Background: an optimization exercise with open tools, aiming at small area, a short achievable clock period and few clock cycles per item. Do not read the settings as production practice. Function was checked by simulation only, so behaviour that the tests miss may differ from the original.

Design fp_mul_arbiter, start of the top module:
module fp_mul_arbiter #(
    parameter int W = fp_alu_pkg::FP_W
) (
    input  logic         clk,
    input  logic         rst,
    input  logic         req0_valid,
    input  logic [W-1:0] req0_a,
    input  logic [W-1:0] req0_b,
    output logic         req0_ready,
    input  logic         req1_valid,
    input  logic [W-1:0] req1_a,
    input  logic [W-1:0] req1_b,
    output logic         req1_ready,
    output logic         rsp_valid,
    output logic [W-1:0] rsp_data,
    output logic         rsp_id,
    input  logic         rsp_ready
);
For scale: ~170 I/O pins, roughly 0.020 mm2 of cells after synthesis.
Settings: LEC_CHECK=0, CAP_MARGIN=20, CORE_MARGIN=2, CORE_UTILIZATION=40, CTS_BUF_LIST=sky130_fd_sc_hd__clkbuf_8, CTS_CLUSTER_DIAMETER=150, CTS_CLUSTER_SIZE=30, SETUP_SLACK_MARGIN=5, SLEW_MARGIN=20, SYNTH_HIERARCHICAL=1, SYNTH_MINIMUM_KEEP_SIZE=0; clock period 11.0 ns.
standard.sh (not shown) runs the stock make flow with config.mk's settings and CLKGATE_MAP_FILE= SYNTH_SCRIPT=/design/flow/synth_recipe.tcl, a recipe that flattens the netlist after the stock synthesis.
==> flow/flow/run.sh <==
#!/bin/bash
# The standard ORFS layout (the standard.sh, standard synthesis unchanged),
# with buf_2 cells as the port buffers and a larger setup repair margin.
set -euo pipefail
bash standard.sh "BUFFER_PORTS_ARGS=-buffer_cell sky130_fd_sc_hd__buf_2" SETUP_SLACK_MARGIN=5.4 finish > orfs_make.log 2>&1
The first run went through all stages and came out clean.
Testbench counts at the start, summed over its fixed seeds: cycles 6,416, items 6,400.
Rerun with:
==> flow/flow/run.sh (replaced) <==
#!/bin/bash
# The standard ORFS layout (the standard.sh, standard synthesis unchanged),
# with buf_2 cells as the port buffers and a larger setup repair margin.
set -euo pipefail
bash standard.sh "BUFFER_PORTS_ARGS=-buffer_cell sky130_fd_sc_hd__buf_2" SETUP_SLACK_MARGIN=5.5 finish > orfs_make.log 2>&1
--- a/flow/config.mk
+++ b/flow/config.mk
@@ -8,8 +8,6 @@
 export CAP_MARGIN = 20
 export CORE_MARGIN = 2
-export CORE_UTILIZATION = 40
+export CORE_UTILIZATION = 60
 export CTS_BUF_LIST = sky130_fd_sc_hd__clkbuf_8
-export CTS_CLUSTER_DIAMETER = 150
-export CTS_CLUSTER_SIZE = 30
 export SETUP_SLACK_MARGIN = 5
 export SLEW_MARGIN = 20
Critical path depth fell by 1; routed wire length is lower by 2.2%; sequential share of layout area is about the same; register-to-register slack improved by 0.05 ns; utilization rises by 23 points.
Rerun with:
--- a/flow/config.mk
+++ b/flow/config.mk
@@ -8,5 +8,5 @@
 export CAP_MARGIN = 20
 export CORE_MARGIN = 2
-export CORE_UTILIZATION = 60
+export CORE_UTILIZATION = 40
 export CTS_BUF_LIST = sky130_fd_sc_hd__clkbuf_8
 export SETUP_SLACK_MARGIN = 5
The new run finished with timing, DRC and antenna clean. Design area grows by 2.7%. Synthesized area stays the same. Worst setup slack hardly moves. Routed wire length is higher by 3.3%. Die area increases by 49%. Non-clock buffer count increases by 20. Synthesized cell count is unchanged.
Rerun with:
==> flow/run.sh (new file) <==
#!/bin/bash
# synth_recipe.tcl (not shown) runs the flow's synth.tcl, then flattens the netlist and writes it again
# the make line also repeats each setting of config.mk as NAME=value (left out here)
make -C /OpenROAD-flow-scripts/flow DESIGN_CONFIG=/design/flow/config.mk WORK_HOME=/design/flow/orfs CLKGATE_MAP_FILE= SYNTH_SCRIPT=/design/flow/synth_recipe.tcl finish
removed: flow/flow/run.sh
removed: flow/standard.sh
The changed run ran to the end with no violations.
Flip-flop and latch count is unchanged.
Die area does not change.
Setup slack degrades by 0.45 ns.
Synthesized area is unchanged.
Maximum frequency came out lower by a little under a tenth.
Clock skew hardly moves.
Rerun with:
==> flow/flow/run.sh (new file) <==
#!/bin/bash
# The standard ORFS layout (the standard.sh, standard synthesis unchanged),
# with buf_2 cells as the port buffers and a larger setup repair margin.
set -euo pipefail
bash standard.sh "BUFFER_PORTS_ARGS=-buffer_cell sky130_fd_sc_hd__buf_2" SETUP_SLACK_MARGIN=5.7 finish > orfs_make.log 2>&1
==> flow/standard.sh (new file) <==
#!/bin/bash
# synth_recipe.tcl (not shown) runs the flow's synth.tcl, then flattens the netlist and writes it again
# the make line also repeats each setting of config.mk as NAME=value (left out here)
make -C /OpenROAD-flow-scripts/flow DESIGN_CONFIG=/design/flow/config.mk WORK_HOME=/design/flow/orfs CLKGATE_MAP_FILE= SYNTH_SCRIPT=/design/flow/synth_recipe.tcl "${@:-finish}"
removed: flow/run.sh
Core utilization went up by 2.6 points.
Count of clock-buffer cells in the layout is unchanged.
Rerun with:
==> flow/flow/run.sh (replaced) <==
#!/bin/bash
# The standard ORFS layout (the standard.sh, standard synthesis unchanged),
# with buf_2 cells as the port buffers and a larger setup repair margin.
set -euo pipefail
bash standard.sh "BUFFER_PORTS_ARGS=-buffer_cell sky130_fd_sc_hd__buf_2" SETUP_SLACK_MARGIN=5.4 finish > orfs_make.log 2>&1
--- a/flow/config.mk
+++ b/flow/config.mk
@@ -8,5 +8,5 @@
 export CAP_MARGIN = 20
 export CORE_MARGIN = 2
-export CORE_UTILIZATION = 40
+export CORE_UTILIZATION = 60
 export CTS_BUF_LIST = sky130_fd_sc_hd__clkbuf_8
 export SETUP_SLACK_MARGIN = 5
=>
- area after synthesis stays the same
- via count went down by 2.9%
- count of clock-buffer cells in the layout went up by 1
- cell count went down by 10%

========
Setup of exp/garnet:
fp_mul_arbiter, a different RTL version from the one above (not shown whole).
Size: ~1900 cells after synthesis, roughly 170 I/O pins, roughly 20000 µm² of cells after synthesis.
clock: 11.0 ns
lec_check: 0
cap_margin: 20
core_margin: 2
core_utilization: 40
cts_buf_list: sky130_fd_sc_hd__clkbuf_8
gpl_timing_driven: 0
setup_slack_margin: 5
slew_margin: 20
synth_hierarchical: 1
synth_minimum_keep_size: 0
==> flow/flow/run.sh <==
#!/bin/bash
# The standard ORFS layout (the standard.sh, standard synthesis unchanged),
# with buf_2 cells as the port buffers instead of the resizer's default pick.
set -euo pipefail
bash standard.sh "BUFFER_PORTS_ARGS=-buffer_cell sky130_fd_sc_hd__buf_2" finish > orfs_make.log 2>&1
Testbench counts of exp/garnet, summed over its fixed seeds: cycles 6,416, items 6,400.
Inputs modified between exp/garnet and exp/quartz:
- GPL_TIMING_DRIVEN removed (was 0)
==> flow/flow/run.sh <==
#!/bin/bash
# The standard ORFS layout (the standard.sh, standard synthesis unchanged),
# with buf_1 cells as the port buffers instead of the resizer's default pick.
set -euo pipefail
bash standard.sh "BUFFER_PORTS_ARGS=-buffer_cell sky130_fd_sc_hd__buf_1" finish > orfs_make.log 2>&1
[summary]
Diff exp/garnet -> exp/quartz: setup slack of the most critical reg-to-reg path up 0.10 ns, number of nets in the layout down about 5%, worst-path maximum fanout up 3, maximum clock rate up 1.7%, worst setup slack after layout up 0.099 ns.
exp/quartz vs exp/garnet, instance count: exp/quartz lower
On hold slack, the lower figure sits with exp/quartz, not exp/garnet.
Here is what was changed in the inputs of exp/tundra compared with exp/quartz.
==> flow/flow/run.sh <==
#!/bin/bash
# The standard ORFS layout (the standard.sh, standard synthesis unchanged),
# with buf_2 cells as the port buffers instead of the resizer's default pick.
set -euo pipefail
bash standard.sh "BUFFER_PORTS_ARGS=-buffer_cell sky130_fd_sc_hd__buf_2" finish > orfs_make.log 2>&1
exp/tundra closes out successfully: all stages finished, all timing, DRC and antenna checks passed.
Summary of exp/tundra over exp/quartz: wire length of the first global-routing pass fell by 0.31%; critical-path maximum fanout rose by 1; count of inverters not on the clock network in the layout stayed essentially flat.
Of the two values seen for timing startpoint of the critical path, s1_bone_q[5] was produced by exp/quartz and s1_fa_q[3] by exp/tundra.
exp/tundra -> exp/quartz: number of failing setup endpoints in the final timing report delta 0, exact match
Between exp/quartz and exp/tundra, the area of combinational cells with multiple inputs does not differ in any meaningful way.
Here is what was changed in the inputs of exp/umber compared with exp/tundra.
==> flow/flow/run.sh <==
#!/bin/bash
# The standard ORFS layout (the standard.sh, standard synthesis unchanged),
# with buf_2 cells as the port buffers and a larger setup repair margin.
set -euo pipefail
bash standard.sh "BUFFER_PORTS_ARGS=-buffer_cell sky130_fd_sc_hd__buf_2" SETUP_SLACK_MARGIN=5.4 finish > orfs_make.log 2>&1
Results
On clock-pin transition on the worst setup and hold timing paths, exp/tundra tracks exp/umber almost exactly. Per the comparison of exp/umber with exp/tundra, post-detailed-route via-to-cell ratio level; minimum hold slack flat; via count of the first global-routing pass went up by 251. Part of the cycle the worst path needs: exp/umber lower than exp/tundra. Compared with exp/tundra, count of plain and timing-repair buffers in exp/umber increased by more than 10%.

static timing again, ports no longer ideal:
How much do the figures lean on ideal ports? The routed layouts below were timed once more, with nothing changed but the port constraints.
Step 1 assumes that a clkbuf_16 drives the clock port and a buf_2 every other input.
Step 2 moves the port delays by t, midway between the first and last clock arrival at a register: inputs arrive t later, outputs are due t later. That takes back most of the time a late clock gives input paths.
Slacks: ideal / step 1 / step 2; pairs: ideal / step 1.
| run | shift t [ns] | setup WS [ns] | slew at the worst register clock pin (ns) |
|---|---|---|---|
| the first run of note 1 | 0.506 | 5.526 / 5.524 / 5.426 | 0.09 / 0.09 |
| the second run of note 1 | 0.512 | 5.571 / 5.542 / 5.551 | 0.09 / 0.09 |
| the third run of note 1 | 0.491 | 5.572 / 5.550 / 5.434 | 0.09 / 0.09 |
| the fourth run of note 1 | 0.492 | 5.121 / 5.088 / 4.988 | 0.08 / 0.08 |
| the fifth run of note 1 | 0.497 | 5.680 / 5.680 / 5.593 | 0.10 / 0.10 |
| the sixth run of note 1 | 0.520 | 5.519 / 5.512 / 5.512 | 0.11 / 0.11 |
| exp/garnet | 0.497 | 5.115 / 5.115 / 5.115 | 0.09 / 0.09 |
| exp/quartz | 0.502 | 5.214 / 5.206 / 5.214 | 0.09 / 0.09 |
| exp/tundra | 0.493 | 5.197 / 5.197 / 5.197 | 0.09 / 0.09 |
| exp/umber | 0.491 | 5.513 / 5.487 / 5.513 | 0.09 / 0.09 |
After both steps setup and hold are still met in every run listed. The setup slack of the third run of note 1, which loses most, moves by -0.022 ns with the drivers and by -0.138 ns with both steps.
